What follows belongs to an exercise in optimizing a design on an open flow for small area, a short achievable clock period and few clock cycles per item; a production flow would make more cautious choices. The RTL was checked by simulation tests, not by an equivalence proof against the original design. No activity file was given, so power comes from the tool's default toggle rates.

### design/flow/design.v
`default_nettype none
package esckm_pkg;
    localparam int PATTERN_MAX = 5;
    localparam int PADDR_W     = 3;
    localparam logic [2:0] LEN_MAX = 3'd5;
    localparam logic [1:0] CNT_MAX = 2'd2;
    localparam logic CMD_LOAD = 1'b0;
    localparam logic CMD_KEY  = 1'b1;
    localparam logic KIND_KEY = 1'b0;
    localparam logic KIND_ERR = 1'b1;
    localparam logic [0:0] REG_ENTRIES_IN_USE = 1'b0;
    typedef struct packed {
        logic       cmd;
        logic [6:0] entry_index;
        logic [7:0] pattern_byte0;
        logic [7:0] pattern_byte1;
        logic [7:0] pattern_byte2;
        logic [7:0] pattern_byte3;
        logic [7:0] pattern_byte4;
        logic [2:0] pattern_length;
        logic [1:0] keycode_count;
        logic [7:0] first_keycode;
        logic [7:0] second_keycode;
        logic [7:0] key_byte;
    } in_item_t;
    typedef struct packed {
        logic       result_kind;
        logic [7:0] keycode;
        logic       last_of_run;
    } out_item_t;
    typedef struct packed {
        logic [PATTERN_MAX-1:0][7:0] pattern;
        logic [3:0]                  code;
        logic [7:0]                  key1;
        logic [7:0]                  key0;
    } entry_t;
endpackage
`default_nettype wire
`default_nettype none
module esckm_apb (
    input  wire logic                         aclk,
    input  wire logic                         aresetn,
    input  wire logic                         psel,
    input  wire logic                         penable,
    input  wire logic                         pwrite,
    input  wire logic [esckm_pkg::PADDR_W-1:0] paddr,
    input  wire logic [31:0]                  pwdata,
    output logic      [31:0]                  prdata,
    output logic                              pready,
    output logic      [7:0]                   entries_in_use
);
    logic [7:0] entries_reg, entries_next;
    logic [7:0] rd_reg;
    logic       sel_entries;
    assign sel_entries    = (paddr[2] == esckm_pkg::REG_ENTRIES_IN_USE);
    assign pready         = 1'b1;
    assign entries_in_use = entries_reg;
    assign prdata         = {24'd0, rd_reg};
    always_comb begin
        entries_next = entries_reg;
        if (!aresetn) begin
            entries_next = 8'd0;
        end else if (psel && penable && pwrite && sel_entries) begin
            entries_next = pwdata[7:0];
        end
    end
    always_ff @(posedge aclk) begin
        entries_reg <= entries_next;
        rd_reg      <= sel_entries ? entries_next : 8'd0;
    end
endmodule
`default_nettype wire
`default_nettype none
module esckm_out_queue #(
    parameter int DEPTH = 10
) (
    input  wire logic                  aclk,
    input  wire logic                  aresetn,
    input  wire logic                  push,
    input  wire logic [1:0]            push_cnt,
    input  wire esckm_pkg::out_item_t  item0,
    input  wire esckm_pkg::out_item_t  item1,
    output logic [DEPTH-1:0]           occ_left,
    output logic                       m_valid,
    input  wire logic                  m_ready,
    output esckm_pkg::out_item_t       m_item
);
    logic [DEPTH-1:0]      occ_reg, occ_next;
    logic [DEPTH-1:0]      wr0, wr1;
    logic [DEPTH-1:0][9:0] slot_reg;
    logic [DEPTH-1:0][9:0] slot_next;
    logic                  pop;
    assign m_valid  = occ_reg[0];
    assign m_item   = slot_reg[0];
    assign pop      = occ_reg[0] && m_ready;
    assign occ_left = pop ? (occ_reg >> 1) : occ_reg;
    always_comb begin
        for (int i = 0; i < DEPTH; i++) begin
            wr0[i] = !occ_left[i] && ((i == 0) || occ_left[(i == 0) ? 0 : i - 1]);
            wr1[i] = (i != 0) && wr0[(i == 0) ? 0 : i - 1];
        end
        occ_next = occ_left | ({DEPTH{push && (push_cnt != 2'd0)}} & wr0)
                            | ({DEPTH{push && (push_cnt == 2'd2)}} & wr1);
        if (!aresetn) occ_next = '0;
    end
    always_comb begin
        for (int i = 0; i < DEPTH; i++) begin
            if (push && wr0[i]) begin
                slot_next[i] = item0;
            end else if (push && wr1[i]) begin
                slot_next[i] = item1;
            end else if (pop && (i + 1 < DEPTH)) begin
                slot_next[i] = slot_reg[(i + 1 < DEPTH) ? i + 1 : i];
            end else begin
                slot_next[i] = slot_reg[i];
            end
        end
    end
    always_ff @(posedge aclk) begin
        occ_reg  <= occ_next;
        slot_reg <= slot_next;
    end
endmodule
`default_nettype wire
`default_nettype none
module esckm_table #(
    parameter int DEPTH = 64
) (
    input  wire logic                aclk,
    input  wire logic [7:0]          wr_grp,
    input  wire logic [7:0]          wr_ent,
    input  wire esckm_pkg::entry_t   wr_data,
    output logic [DEPTH-1:0][39:0]   pat,
    output logic [DEPTH-1:0][3:0]    code,
    output logic [DEPTH-1:0][7:0]    key0,
    output logic [DEPTH-1:0][7:0]    key1
);
    for (genvar j = 0; j < DEPTH; j++) begin : g_ent
        always_ff @(posedge aclk) begin
            if (wr_grp[j / 8] && wr_ent[j % 8]) begin
                pat[j]  <= wr_data.pattern;
                code[j] <= wr_data.code;
                key0[j] <= wr_data.key0;
                key1[j] <= wr_data.key1;
            end
        end
    end
endmodule
`default_nettype wire
`default_nettype none
module esckm_nor4 (
    input  wire logic [3:0] a,
    output logic            y
);
    assign y = !(|a);
endmodule
module esckm_aoi22 (
    input  wire logic a0,
    input  wire logic a1,
    input  wire logic b0,
    input  wire logic b1,
    output logic      y
);
    assign y = !((a0 && a1) || (b0 && b1));
endmodule
module esckm_nand2 (
    input  wire logic [1:0] a,
    output logic            y
);
    assign y = !(&a);
endmodule
module esckm_nand4 (
    input  wire logic [3:0] a,
    output logic            y
);
    assign y = !(&a);
endmodule
module esckm_nor64 (
    input  wire logic [63:0] a,
    output logic             y
);
    logic [15:0] l1;
    logic [3:0]  l2;
    for (genvar i = 0; i < 16; i++) begin : g_l1
        esckm_nor4 u_g (.a(a[4*i +: 4]), .y(l1[i]));
    end
    for (genvar i = 0; i < 4; i++) begin : g_l2
        esckm_nand4 u_g (.a(l1[4*i +: 4]), .y(l2[i]));
    end
    esckm_nor4 u_l3 (.a(l2), .y(y));
endmodule
module esckm_sel64 (
    input  wire logic [63:0] sel,
    input  wire logic [63:0] d,
    output logic             y
);
    logic [31:0] l1;
    logic [7:0]  l2;
    logic [1:0]  l3;
    for (genvar i = 0; i < 32; i++) begin : g_l1
        esckm_aoi22 u_g (.a0(sel[2*i]), .a1(d[2*i]), .b0(sel[2*i+1]), .b1(d[2*i+1]),
                         .y(l1[i]));
    end
    for (genvar i = 0; i < 8; i++) begin : g_l2
        esckm_nand4 u_g (.a(l1[4*i +: 4]), .y(l2[i]));
    end
    for (genvar i = 0; i < 2; i++) begin : g_l3
        esckm_nor4 u_g (.a(l2[4*i +: 4]), .y(l3[i]));
    end
    esckm_nand2 u_l4 (.a(l3), .y(y));
endmodule
`default_nettype wire
`default_nettype none
module escape_sequence_keycode_matcher_core #(
    parameter int TABLE_ENTRIES = 64
) (
    input  wire logic                          aclk,
    input  wire logic                          aresetn,
    input  wire logic                          s_valid,
    output logic                               s_ready,
    input  wire esckm_pkg::in_item_t           s_item,
    output logic                               m_valid,
    input  wire logic                          m_ready,
    output esckm_pkg::out_item_t               m_item,
    input  wire logic                          psel,
    input  wire logic                          penable,
    input  wire logic                          pwrite,
    input  wire logic [esckm_pkg::PADDR_W-1:0] paddr,
    input  wire logic [31:0]                   pwdata,
    output logic      [31:0]                   prdata,
    output logic                               pready
);
    localparam int N  = 64;
    localparam int QD = 9;
    logic [7:0] entries_in_use;
    esckm_apb u_apb (
        .aclk           (aclk),
        .aresetn        (aresetn),
        .psel           (psel),
        .penable        (penable),
        .pwrite         (pwrite),
        .paddr          (paddr),
        .pwdata         (pwdata),
        .prdata         (prdata),
        .pready         (pready),
        .entries_in_use (entries_in_use)
    );
    logic ready_reg;
    logic in_acc, acc_key, acc_load;
    assign s_ready  = ready_reg;
    assign in_acc   = s_valid && ready_reg;
    assign acc_key  = in_acc && (s_item.cmd == esckm_pkg::CMD_KEY);
    assign acc_load = in_acc && (s_item.cmd == esckm_pkg::CMD_LOAD) && !s_item.entry_index[6];
    logic [7:0]        ld_grp, ld_ent;
    esckm_pkg::entry_t ld_entry;
    logic [2:0]        ld_len;
    logic [1:0]        ld_cnt;
    logic [3:0]        ld_code;
    always_comb begin
        ld_len = (s_item.pattern_length > esckm_pkg::LEN_MAX) ? esckm_pkg::LEN_MAX
                                                              : s_item.pattern_length;
        ld_cnt = (s_item.keycode_count > esckm_pkg::CNT_MAX) ? esckm_pkg::CNT_MAX
                                                             : s_item.keycode_count;
        if (ld_len == 3'd0) begin
            ld_code = 4'b1111;
        end else if (ld_len == 3'd5) begin
            ld_code = {ld_cnt, 2'b11};
        end else begin
            ld_code = {2'(ld_len - 3'd1), ld_cnt};
        end
    end
    always_ff @(posedge aclk) begin
        for (int g = 0; g < 8; g++) begin
            ld_grp[g] <= acc_load && (s_item.entry_index[5:3] == 3'(g));
            ld_ent[g] <= (s_item.entry_index[2:0] == 3'(g));
        end
        ld_entry.pattern[0] <= s_item.pattern_byte0;
        ld_entry.pattern[1] <= s_item.pattern_byte1;
        ld_entry.pattern[2] <= s_item.pattern_byte2;
        ld_entry.pattern[3] <= s_item.pattern_byte3;
        ld_entry.pattern[4] <= s_item.pattern_byte4;
        ld_entry.code   <= ld_code;
        ld_entry.key0   <= s_item.first_keycode;
        ld_entry.key1   <= s_item.second_keycode;
    end
    logic [N-1:0][39:0] t_pat;
    logic [N-1:0][3:0]  t_code;
    logic [N-1:0][7:0]  t_key0;
    logic [N-1:0][7:0]  t_key1;
    esckm_table #(
        .DEPTH (N)
    ) u_table (
        .aclk    (aclk),
        .wr_grp  (ld_grp),
        .wr_ent  (ld_ent),
        .wr_data (ld_entry),
        .pat     (t_pat),
        .code    (t_code),
        .key0    (t_key0),
        .key1    (t_key1)
    );
    logic       eiu_all;
    logic [7:0] eiu_grp_gt, eiu_grp_eq, eiu_ent_gt;
    function automatic logic [7:0] thermo8(input logic [2:0] x);
        case (x)
            3'd0:    thermo8 = 8'b0000_0000;
            3'd1:    thermo8 = 8'b0000_0001;
            3'd2:    thermo8 = 8'b0000_0011;
            3'd3:    thermo8 = 8'b0000_0111;
            3'd4:    thermo8 = 8'b0000_1111;
            3'd5:    thermo8 = 8'b0001_1111;
            3'd6:    thermo8 = 8'b0011_1111;
            default: thermo8 = 8'b0111_1111;
        endcase
    endfunction
    always_comb begin
        eiu_all    = (entries_in_use[7:6] != 2'd0);
        eiu_grp_gt = thermo8(entries_in_use[5:3]);
        eiu_ent_gt = thermo8(entries_in_use[2:0]);
        for (int g = 0; g < 8; g++) begin
            eiu_grp_eq[g] = (entries_in_use[5:3] == 3'(g));
        end
    end
    logic [N-1:0][4:0] len_gt, len_eq;
    always_comb begin
        for (int j = 0; j < N; j++) begin
            logic lo3, hi3, nl, l5;
            lo3 = t_code[j][1] && t_code[j][0];
            hi3 = t_code[j][3] && t_code[j][2];
            nl  = !lo3;
            l5  = lo3 && !hi3;
            len_gt[j][0] = !(lo3 && hi3);
            len_gt[j][1] = l5 || (nl && (t_code[j][3] || t_code[j][2]));
            len_gt[j][2] = l5 || (nl && t_code[j][3]);
            len_gt[j][3] = l5 || (nl && hi3);
            len_gt[j][4] = l5;
            for (int p = 0; p < 4; p++) begin
                len_eq[j][p] = len_gt[j][p] && !len_gt[j][p + 1];
            end
            len_eq[j][4] = l5;
        end
    end
    logic       kv;
    logic [4:0] pos_oh;      
    logic [4:0] pos_ahead;   
    logic [N-1:0] cand;
    logic [N-1:0] mac;       
    logic [N-1:0] m0, ma;    
    logic [N-1:0] in_use, m0_next, ma_next, mac_next;
    always_comb begin
        for (int j = 0; j < N; j++) begin
            logic [7:0] b;
            logic       gt, eq;
            in_use[j] = eiu_all || eiu_grp_gt[j / 8] || (eiu_grp_eq[j / 8] && eiu_ent_gt[j % 8]);
            b  = 8'd0;
            gt = 1'b0;
            eq = 1'b0;
            for (int p = 1; p < 5; p++) begin
                b  = b | ({8{pos_ahead[p]}} & t_pat[j][8*p +: 8]);
                gt = gt | (pos_ahead[p] && len_gt[j][p]);
                eq = eq | (pos_ahead[p] && len_eq[j][p]);
            end
            m0_next[j] = in_use[j] && len_gt[j][0] && (t_pat[j][7:0] == s_item.key_byte);
            ma_next[j] = in_use[j] && gt && (b == s_item.key_byte);
            mac_next[j] = ma_next[j] && eq;
        end
    end
    logic [N-1:0] hit_c, comp_z, comp_c, hit, comp, cand_next;
    logic         any_hit_z, any_hit_c, any_comp_z, any_comp_c;
    logic         none_hit_z, none_hit_c, none_comp_z, none_comp_c;
    esckm_nor64 u_or_hz (.a(m0),     .y(none_hit_z));
    esckm_nor64 u_or_hc (.a(hit_c),  .y(none_hit_c));
    esckm_nor64 u_or_cz (.a(comp_z), .y(none_comp_z));
    esckm_nor64 u_or_cc (.a(comp_c), .y(none_comp_c));
    logic         any_hit, any_comp, go_on;
    logic [4:0]   pos_new;
    always_comb begin
        for (int j = 0; j < N; j++) begin
            hit_c[j]  = cand[j] && ma[j];
            comp_c[j] = cand[j] && mac[j];
            comp_z[j] = m0[j] && len_eq[j][0];
        end
        any_hit_z  = !none_hit_z;
        any_hit_c  = !none_hit_c;
        any_comp_z = !none_comp_z;
        any_comp_c = !none_comp_c;
        any_hit    = pos_oh[0] ? any_hit_z : any_hit_c;
        any_comp   = pos_oh[0] ? any_comp_z : any_comp_c;
        go_on      = any_hit && !any_comp;
        hit        = pos_oh[0] ? m0 : hit_c;
        comp       = pos_oh[0] ? comp_z : comp_c;
        cand_next  = (in_use & hit) | (~in_use & (cand | {N{pos_oh[0]}}));
        if (!kv) begin
            pos_new = pos_oh;
        end else if (go_on) begin
            pos_new = {pos_oh[3:0], 1'b0};
        end else begin
            pos_new = 5'b00001;
        end
    end
    always_ff @(posedge aclk) begin
        if (!aresetn) begin
            kv        <= 1'b0;
            pos_oh    <= 5'b00001;
            pos_ahead <= 5'b00001;
        end else begin
            kv        <= acc_key;
            pos_oh    <= pos_new;
            pos_ahead <= acc_key ? {pos_new[3:0], 1'b0} : pos_new;
        end
        m0  <= m0_next;
        mac <= mac_next;
        ma <= ma_next;
        if (kv) cand <= cand_next;
    end
    logic [N-1:0] comp_first;
    logic [7:0]   comp_grp, grp_first;
    always_comb begin
        for (int g = 0; g < 8; g++) begin
            comp_grp[g] = |comp[8*g +: 8];
        end
        for (int g = 0; g < 8; g++) begin
            grp_first[g] = comp_grp[g] && ((comp_grp & ((8'd1 << g) - 8'd1)) == 8'd0);
            for (int i = 0; i < 8; i++) begin
                comp_first[8*g+i] = grp_first[g] && comp[8*g+i] &&
                                    ((comp[8*g +: 8] & ((8'd1 << i) - 8'd1)) == 8'd0);
            end
        end
    end
    logic         rv;
    logic         r_err;
    logic [N-1:0] r_comp;
    always_ff @(posedge aclk) begin
        if (!aresetn) begin
            rv <= 1'b0;
        end else begin
            rv <= kv && (any_comp || !any_hit);
        end
        r_err  <= !any_hit;
        r_comp <= comp_first;
    end
    logic [19:0]      sel_data;
    logic [1:0]       sel_cnt;
    logic [7:0]       sel_k0, sel_k1;
    for (genvar k = 0; k < 20; k++) begin : g_sel
        logic [N-1:0] d;
        for (genvar j = 0; j < N; j++) begin : g_d
            assign d[j] = (k < 8) ? t_key0[j][k % 8] : (k < 16) ? t_key1[j][k % 8]
                                                     : t_code[j][k % 4];
        end
        esckm_sel64 u_sel (.sel(r_comp), .d(d), .y(sel_data[k]));
    end
    assign sel_k0  = sel_data[7:0];
    assign sel_k1  = sel_data[15:8];
    assign sel_cnt = (sel_data[17:16] == 2'd3) ? sel_data[19:18] : sel_data[17:16];
    logic [1:0]           push_cnt;
    esckm_pkg::out_item_t item0, item1;
    always_comb begin
        item1.result_kind = esckm_pkg::KIND_KEY;
        item1.keycode     = sel_k1;
        item1.last_of_run = 1'b1;
        if (r_err) begin
            item0.result_kind = esckm_pkg::KIND_ERR;
            item0.keycode     = 8'd0;
            item0.last_of_run = 1'b1;
            push_cnt          = 2'd1;
        end else begin
            item0.result_kind = esckm_pkg::KIND_KEY;
            item0.keycode     = sel_k0;
            item0.last_of_run = (sel_cnt == 2'd1);
            push_cnt          = sel_cnt;
        end
    end
    logic [QD-1:0] q_occ_left;
    esckm_out_queue #(
        .DEPTH (QD)
    ) u_out_queue (
        .aclk       (aclk),
        .aresetn    (aresetn),
        .push       (rv),
        .push_cnt   (push_cnt),
        .item0      (item0),
        .item1      (item1),
        .occ_left   (q_occ_left),
        .m_valid    (m_valid),
        .m_ready    (m_ready),
        .m_item     (m_item)
    );
    logic [1:0] in_flight;
    logic       room;
    always_comb begin
        in_flight = 2'(acc_key) + 2'(kv) + 2'(rv);
        case (in_flight)
            2'd0:    room = !q_occ_left[QD-2];
            2'd1:    room = !q_occ_left[QD-4];
            2'd2:    room = !q_occ_left[QD-6];
            default: room = !q_occ_left[QD-8];
        endcase
    end
    always_ff @(posedge aclk) begin
        if (!aresetn) begin
            ready_reg <= 1'b1;
        end else begin
            ready_reg <= !acc_load && room;
        end
    end
endmodule
`default_nettype wire
`default_nettype none
module esckm_top (
    input  wire logic        aclk,
    input  wire logic        aresetn,
    input  wire logic        s_valid,
    output logic             s_ready,
    input  wire logic        s_cmd,
    input  wire logic [6:0]  s_entry_index,
    input  wire logic [7:0]  s_pattern_byte0,
    input  wire logic [7:0]  s_pattern_byte1,
    input  wire logic [7:0]  s_pattern_byte2,
    input  wire logic [7:0]  s_pattern_byte3,
    input  wire logic [7:0]  s_pattern_byte4,
    input  wire logic [2:0]  s_pattern_length,
    input  wire logic [1:0]  s_keycode_count,
    input  wire logic [7:0]  s_first_keycode,
    input  wire logic [7:0]  s_second_keycode,
    input  wire logic [7:0]  s_key_byte,
    output logic             m_valid,
    input  wire logic        m_ready,
    output logic             m_result_kind,
    output logic [7:0]       m_keycode,
    output logic             m_last_of_run,
    input  wire logic        psel,
    input  wire logic        penable,
    input  wire logic        pwrite,
    input  wire logic [2:0]  paddr,
    input  wire logic [31:0] pwdata,
    output logic      [31:0] prdata,
    output logic             pready
);
    esckm_pkg::in_item_t  s_item;
    esckm_pkg::out_item_t m_item;
    assign s_item.cmd            = s_cmd;
    assign s_item.entry_index    = s_entry_index;
    assign s_item.pattern_byte0  = s_pattern_byte0;
    assign s_item.pattern_byte1  = s_pattern_byte1;
    assign s_item.pattern_byte2  = s_pattern_byte2;
    assign s_item.pattern_byte3  = s_pattern_byte3;
    assign s_item.pattern_byte4  = s_pattern_byte4;
    assign s_item.pattern_length = s_pattern_length;
    assign s_item.keycode_count  = s_keycode_count;
    assign s_item.first_keycode  = s_first_keycode;
    assign s_item.second_keycode = s_second_keycode;
    assign s_item.key_byte       = s_key_byte;
    assign m_result_kind = m_item.result_kind;
    assign m_keycode     = m_item.keycode;
    assign m_last_of_run = m_item.last_of_run;
    escape_sequence_keycode_matcher_core #(
        .TABLE_ENTRIES (64)
    ) u_core (
        .aclk    (aclk),
        .aresetn (aresetn),
        .s_valid (s_valid),
        .s_ready (s_ready),
        .s_item  (s_item),
        .m_valid (m_valid),
        .m_ready (m_ready),
        .m_item  (m_item),
        .psel    (psel),
        .penable (penable),
        .pwrite  (pwrite),
        .paddr   (paddr),
        .pwdata  (pwdata),
        .prdata  (prdata),
        .pready  (pready)
    );
endmodule
`default_nettype wire
### design/flow/flow/run.sh
#!/bin/bash
# Standard layout (the standard.sh, ORFS synth .. finish) with one change:
# the port buffers that global placement inserts are buf_4 cells instead of
# the cell buffer_ports picks by default (a delay buffer), so the output
# ports are driven by a regular buffer. Every port is still buffered.
set -euo pipefail
bash standard.sh finish "BUFFER_PORTS_ARGS=-buffer_cell sky130_fd_sc_hd__buf_4" > flow_make.log 2>&1
### design/flow/standard.sh
#!/bin/bash
# synth_recipe.tcl (not shown) runs the flow's synth.tcl, then flattens the netlist and writes it again
# the make line also repeats each setting of config.mk as NAME=value (left out here)
make -C /OpenROAD-flow-scripts/flow DESIGN_CONFIG=/design/flow/config.mk WORK_HOME=/design/flow/orfs CLKGATE_MAP_FILE= SYNTH_SCRIPT=/design/flow/synth_recipe.tcl "${@:-finish}"
### design/flow/config.mk
export PLATFORM = sky130hd
export DESIGN_NAME = esckm_top
export DESIGN_NICKNAME = esckm_top
export VERILOG_FILES = /design/flow/design.v
export SDC_FILE = /design/flow/constraint.sdc
export NUM_CORES = 4
export LEC_CHECK = 0
export CAP_MARGIN = 20
export CORE_MARGIN = 2
export CORE_UTILIZATION = 35
export PLACE_DENSITY = 0.42
export SETUP_SLACK_MARGIN = 2.5
export SLEW_MARGIN = 20
export SYNTH_HIERARCHICAL = 1
export SYNTH_MINIMUM_KEEP_SIZE = 0
### design/flow/constraint.sdc
create_clock -name core_clock -period 5.5 [get_ports {aclk}]
set_input_delay 1.1000 -clock core_clock [delete_from_list [all_inputs] [get_ports {aclk}]]
set_output_delay 1.1000 -clock core_clock [all_outputs]
set_load 0.01 [all_outputs]
==> metrics.cfg <==
[clocking]
cts_buffer_depth = 4
cts_hold_buffers = 0
clkLatencyLatePin_ps = 1050
cts_tree = yes
cts.sinks = 4364
cts-root-buf = clkbuf_16
cts_buffers = 476
htreeDepth = 5
path_clk_slew_ps = 60

[place]
gp_congestion = 0.889
io_buffers = 112
hpwl_um = 380000

[pwr]
p_sw_mw = 16.1
leakagePower_nw = 67.9
p_int_mw = 55.3
power_density_nw_per_um2 = 338
pwr-share-comb = 0.046
peakVddDrop_mv = 0.298
seqPwrFrac = 0.513
switching_share = 0.226
p_clk_frac = 0.441

[drt]
drc_errors = 0
drt_iter0_drc = 11523
ant_nets = 0
drtPass1Iterations = 6
wl_per_cell_um = 33.4
wirelength_um = 630000
avgViaCountPerCell = 5.62
vias = 106014

[timing]
setup_violations = 0
worstMarginPinSlew_ps = 1370
finalCriticalPeriod_ps = 3410
finalSetupTns_ps = 0
period_share = 0.619
finalHoldViolations = 0
fmax_mhz = 294
maxSlewHeadroom = 0.0830
skew_ps = 60.2
rsz0062_at_grt = yes
slew_violations = 0
whs_ps = 143

[cells_and_area]
largest_reg_flops = 2560
postLayoutCoreUtil = 0.418
multiInputGateArea_um2 = 50400
seqCellArea_um2 = 128000
fillers = 45231
area_delta_synth_final_pct = 18.9
largestRegisters = u_core.u_table.pat: 2560 flops, u_core.u_table.key0: 512 flops, u_core.u_table.key1: 512 flops
regMostFlops = u_core.u_table.pat
drive_gt1_frac = 0.248
layout.nets = 12040

[critical_path]
cpPeakStageDelay_ps = 540
crit_required_ps = 6420
r2r-start = u_core.u_table.code[8]
critPathSlowestCell = nand4_1
startpoint = u_core.u_table.code[8]
worstSetupStartpointType = register
end_kind = register
arrival_ps = 4330
worst-setup-path-type = register to register
crit_fanout = 5
worstPathCellList = nand2_1 > inv_1 > ha_2 > inv_1 > o211a_1 > nor4_4 > nand4_1 > nor4_2 > nand2_2 > a21oi_4 > nor2_4 > nor2_4 > nand2_2 > a21boi_1

[grt]
grt_pass1_vias = 103561
grt.total_usage = 0.237
overflow = 0
antenna_found_initial = 57
grt_max_degree = 84
grt_first_pass_wirelength_um = 855000

[floorplan]
initial_core_util = 0.351
ioPinCount = 164
rows = 261
die_w_um = 716
die_area_um2 = 513000
die-height_um = 716
fp.coreArea_um2 = 505000

[min_path]
hold_path.class = primary input to register
hp-start = s_pattern_byte1[3]

[logic_synthesis]
ys.warnings.count = 10
netlist_area_um2 = 177000
synth_area_per_cell_um2 = 16.3
synth_cells = 10917

[job]
maxCapViolations = 0

[run_status]
outcome = finished clean

==> per-stage QoR <==
step	cells	power [mW]	cell area, µm²	worst slack, ps
after detailed placement	17673	40.2	189000	1540
final	18868	71.4	211000	2090
after global placement	17673	40.2	189000	1520
after floorplan	10940	38.6	178000	2530
after global routing	18837	73.5	211000	2060
after CTS	18746	71.9	208000	2110
==> power groups by stage <==
| stage | Combinational, mW | Clock [mW] | Sequential [mW] |
|---|---|---|---|
| after floorplan | 1.34 | 0 | 37.3 |
| after global placement | 2.81 | 0 | 37.4 |
| after detailed placement | 2.84 | 0 | 37.4 |
| after CTS | 3.13 | 32.1 | 36.7 |
| after global routing | 3.44 | 33.4 | 36.7 |
| final | 3.28 | 31.5 | 36.7 |
==> cells in the final DEF, fill, tap and decap left out, drive strengths merged, types with 192 or more instances in the layout <==
cell,count
a221oi,533
a22o,513
a22oi,671
buf,819
clkbuf,658
dfxtp,370
edfxtp,3994
ha,192
inv,222
nand2,465
nand4,320
nor2,206
nor4,321
o21ai,351
xnor2,504
xor2,521
==> critical path: cells and delay by family, from the launching register on <==
family                     cells  cell delay, ps
and+or+nand+nor                8            1950
AOI/OAI and AO/OA              3             510
DFF                            1             420
adders and majority gates      1             220
buffers and inverters          2             170
==> final timing paths <==
| check | endpoint | depth (start not counted) | slack (ps) |
|---|---|---|---|
| worst min-delay path | u_core.ld_entry[31] | 1 | 140 |
| worst max register to register | u_core.pos_ahead[3] | 14 | 2090 |
| worst max-delay path | u_core.pos_ahead[3] | 14 | 2090 |
| worst min register to register | u_core.r_comp[2] | 2 | 540 |
==> repair_timing <==
action | CTS | global route
buffers inserted | 175 | 73
endpoints found under the setup margin | 297 | 222
resized for setup | 437 | 364
cloned | 19 | 15
pin swaps | 116 | 168
==> cell type report <==
cell class                      instances  share of cell area
Antenna cell                           33            0.000391
Clock buffer                          642              0.0609
Clock inverter                        237              0.0106
Inverter                              216             0.00390
Multi-Input combinational cell       5824               0.239
Sequential cell                      4364               0.604
Tap cell                             6706              0.0397
Timing Repair Buffer                  846              0.0416
==> metal layers <==
layer  track usage  up-vias  routed length, µm
met4        0.0526        2              16200
met3        0.0298      705              37800
met1         0.350    56222             289000
met5             0        -                 13
li1              -    45413                  -
met2         0.372     3672             286000
Testbench counts, summed over its fixed seeds: cycles 1,962, keys 1,935.

==> afterwards: timing with drivers on the ports <==
No port has a modelled driver above. Below, the same layout with a new extraction and two added sets of constraints.
Step 1: set_driving_cell puts a clkbuf_16 on aclk and a buf_2 on each other input, an assumption about the parent block.
Step 2 also shifts input and output timing later by t, the mid clock arrival at the registers, as if the neighbouring blocks saw the same clock.
Slacks: no drivers / after step 1 / after step 2; pairs: no drivers / after step 1.
t (ns): 1.135
slack for setup (ns): 2.094 / 2.094 / 1.761
worst setup path after step 2: input to register
clock arrival spread, ns: 0.070 / 0.071
After both steps setup and hold are still met in this run. The setup slack of this run moves by 0.000 ns with the drivers and by -0.333 ns with both steps.
